This is an optimization exercise on Yosys and OpenROAD, whose aim is small area and few clock cycles, not a production implementation.
In this exercise RTL edits were held to simulation tests only and were not proved equivalent to the original.
Power and IR drop assume default switching activity.

==> flow/design.v (excerpt) <==
module lm96570_cfg_seq
#(
  parameter int RW_BIT   = 0,
  parameter int HDR_BITS = 6,
  parameter int TMR_W    = 10,   
  parameter int RINGS    = 4
) (
  input  logic                  CLK,
  input  logic                  RESET,
  input  logic                  TBL_WE,
  input  logic [ADDR_W-1:0]     TBL_ADDR,
  input  logic [DATA_WIDTH-1:0] TBL_DATA,
  input  logic [NBIT_WIDTH-1:0] TBL_NBIT,
  input  logic                  GO,
  input  logic                  VERIFY_EN,
  input  logic [ADDR_W:0]       NUM_ENTRIES,
  output logic                  BUSY,
  output logic                  DONE,
  output logic [1:0]            ERR_CODE,
  output logic [ADDR_W-1:0]     ERR_IDX,
  output logic                  SPI_START,
  output logic [DATA_WIDTH-1:0] SPI_DATA,
  output logic [NBIT_WIDTH-1:0] SPI_NBIT,
  input  logic                  SPI_DONE,
  input  logic [DATA_WIDTH-1:0] SPI_RD_DATA
);
Size: roughly 250 I/O pins.
==> flow/config.mk <==
export PLATFORM = sky130hd
export DESIGN_NAME = lm96570_cfg_seq
export DESIGN_NICKNAME = lm96570_cfg_seq
export VERILOG_FILES = /design/flow/design.v
export SDC_FILE = /design/flow/constraint.sdc
export NUM_CORES = 4
export LEC_CHECK = 0
export CAP_MARGIN = 20
export CORE_MARGIN = 2
export CORE_UTILIZATION = 65
export PLACE_DENSITY = 0.72
export SETUP_SLACK_MARGIN = 0.15
export SLEW_MARGIN = 20
export SYNTH_HIERARCHICAL = 1
export SYNTH_MINIMUM_KEEP_SIZE = 0
==> flow/constraint.sdc <==
create_clock -name core_clock -period 5.0 [get_ports {CLK}]
set_input_delay 1.0000 -clock core_clock [delete_from_list [all_inputs] [get_ports {CLK}]]
set_output_delay 1.0000 -clock core_clock [all_outputs]
set_load 0.01 [all_outputs]
standard.sh (not shown) runs the stock make flow with config.mk's settings and CLKGATE_MAP_FILE= SYNTH_SCRIPT=/design/flow/synth_recipe.tcl, a recipe that flattens the netlist after the stock synthesis.
==> flow/flow/run.sh <==
#!/bin/bash
set -euo pipefail
export PRE_FLOORPLAN_TCL="$PWD/flow/downsize.tcl"
export RECOVER_POWER=100
export PRE_GLOBAL_ROUTE_TCL="$PWD/flow/grt_pre.tcl"
export POST_GLOBAL_ROUTE_TCL="$PWD/flow/grt_post.tcl"
export BUFFER_PORTS_ARGS="-buffer_cell sky130_fd_sc_hd__buf_1"
export CTS_ARGS="-sink_clustering_enable -repair_clock_nets -dont_use_dummy_load -root_buf sky130_fd_sc_hd__clkbuf_16 -sink_clustering_size 16 -sink_clustering_max_diameter 60 -buf_list {sky130_fd_sc_hd__clkbuf_8}"
bash standard.sh > standard.log 2>&1
==> flow/flow/downsize.tcl <==
# Runs before floorplanning (PRE_FLOORPLAN_TCL). Hierarchical synthesis maps
# each table slot-update bit (lm96570_slot_next) on its own and picks the
# double-drive a22oi_2 for it, though each drives a single flip-flop D pin.
# Set every a22oi_2 with a single load back to a22oi_1; timing repair later
# in the flow resizes where needed.
set one [[ord::get_db] findMaster sky130_fd_sc_hd__a22oi_1]
set n 0
foreach inst [[ord::get_db_block] getInsts] {
  if {[[$inst getMaster] getName] ne "sky130_fd_sc_hd__a22oi_2"} continue
  set out [$inst findITerm Y]
  set net [$out getNet]
  if {$net eq "NULL"} continue
  if {[llength [$net getITerms]] == 2} {
    $inst swapMaster $one
    incr n
  }
}
puts "downsize.tcl: a22oi_2 -> a22oi_1 on $n cells"
==> flow/flow/grt_post.tcl <==
# POST_GLOBAL_ROUTE_TCL: power recovery may leave drivers too weak for
# their loads; repair slew and capacitance again (with the flow's margins),
# legalise and reroute what changed, then drop the temporary setup margin
# set by grt_pre.tcl.
global_route -start_incremental
estimate_parasitics -global_routing
repair_design -slew_margin 20 -cap_margin 20
detailed_placement
global_route -end_incremental
set_clock_uncertainty -setup 0 [all_clocks]
==> flow/flow/grt_pre.tcl <==
# PRE_GLOBAL_ROUTE_TCL: during global routing's timing repair and power
# recovery, aim for 0.12 ns of setup slack rather than 0, to cover the
# difference between the router's parasitics and the final extraction.
set_clock_uncertainty -setup 0.12 [all_clocks]
The baseline completed without violations.
Testbench counts at the start, summed over its fixed seeds: cycles 50,498.
Rerun with:
==> flow/flow/grt_post.tcl (replaced) <==
# POST_GLOBAL_ROUTE_TCL: drop the temporary margin set by grt_pre.tcl.
set_clock_uncertainty -setup 0 [all_clocks]
This time the run completed and failed the layout checks on capacitance limit, slew limit.
Critical path depth is lower by 4.
Clock-buffer cell count stays the same.
Clock power stays flat.
Utilization decreases by 0.44 points.
Cell count hardly moves.
Routed wire length hardly moves.
Rerun with:
--- a/flow/flow/run.sh
+++ b/flow/flow/run.sh
@@ -3,5 +3,2 @@
 export PRE_FLOORPLAN_TCL="$PWD/flow/downsize.tcl"
-export RECOVER_POWER=100
-export PRE_GLOBAL_ROUTE_TCL="$PWD/flow/grt_pre.tcl"
-export POST_GLOBAL_ROUTE_TCL="$PWD/flow/grt_post.tcl"
 export BUFFER_PORTS_ARGS="-buffer_cell sky130_fd_sc_hd__buf_1"
removed: flow/flow/grt_post.tcl
removed: flow/flow/grt_pre.tcl
The changed run completed without violations.
Global-route usage is unchanged.
Maximum frequency went up by 0.40%.
Core utilization went up by 0.64 points.
Routed wire length stays flat.
Clock power is about the same.
Via count is about the same.
Final area went up by 0.88%.
Worst hold slack improved by 0.039 ns.
Non-clock buffer count went down by 4.
Synthesized cell count stays the same.
Setup slack improved by 0.019 ns.
Rerun with:
--- a/flow/flow/run.sh
+++ b/flow/flow/run.sh
@@ -3,2 +3,5 @@
 export PRE_FLOORPLAN_TCL="$PWD/flow/downsize.tcl"
+export RECOVER_POWER=100
+export PRE_GLOBAL_ROUTE_TCL="$PWD/flow/grt_pre.tcl"
+export POST_GLOBAL_ROUTE_TCL="$PWD/flow/grt_post.tcl"
 export BUFFER_PORTS_ARGS="-buffer_cell sky130_fd_sc_hd__buf_1"
==> flow/flow/grt_post.tcl (new file) <==
# POST_GLOBAL_ROUTE_TCL: power recovery may leave drivers too weak for
# their loads; repair slew and capacitance again (with the flow's margins),
# legalise and reroute what changed, then drop the temporary setup margin
# set by grt_pre.tcl.
global_route -start_incremental
estimate_parasitics -global_routing
repair_design -slew_margin 20 -cap_margin 20
detailed_placement
global_route -end_incremental
set_clock_uncertainty -setup 0 [all_clocks]
==> flow/flow/grt_pre.tcl (new file) <==
# PRE_GLOBAL_ROUTE_TCL: during global routing's timing repair and power
# recovery, aim for 0.12 ns of setup slack rather than 0, to cover the
# difference between the router's parasitics and the final extraction.
set_clock_uncertainty -setup 0.12 [all_clocks]
--- a/flow/config.mk
+++ b/flow/config.mk
@@ -9,4 +9,4 @@
 export CORE_MARGIN = 2
-export CORE_UTILIZATION = 65
-export PLACE_DENSITY = 0.72
+export CORE_UTILIZATION = 75
+export PLACE_DENSITY = 0.82
 export SETUP_SLACK_MARGIN = 0.15
After rerunning:
- clock-buffer cell count falls by 1
- hold slack gets worse by 0.074 ns
- non-clock buffer count rises by 5
- wire length falls by 4.2%
- maximum frequency rises by 1.9%
- first-iteration DRC count rises by 11%
- synthesized cell count does not change
- worst setup slack gets better by 0.088 ns
- via count rises by 1.7%
- power hardly moves

[separate check: timing with driven ports]
No port has a modelled driver above. Below, the same layouts with a new extraction and two added sets of constraints. Step 1 assumes that a clkbuf_16 drives the clock port and a buf_2 every other input. Step 2, shift: input delay + t, output delay - t, t = (earliest + latest rising clock arrival at the registers) / 2. This alone moves slack from input paths to output paths. Slacks: ideal / step 1 / step 2; pairs: ideal / step 1.
| run | t, ns | setup slack, ns | clock arrival spread, ns |
|---|---|---|---|
| the first run | 0.679 | 0.274 / 0.205 / 0.316 | 0.078 / 0.078 |
| the second run | 0.681 | 0.247 / 0.221 / -0.388 | 0.070 / 0.070 |
| the third run | 0.685 | 0.266 / 0.195 / 0.390 | 0.066 / 0.065 |
| the fourth run | 0.699 | 0.353 / 0.302 / 0.328 | 0.048 / 0.048 |
For the second run, which loses most, drivers alone change the setup slack by -0.026 ns; drivers and shift together by -0.635 ns.
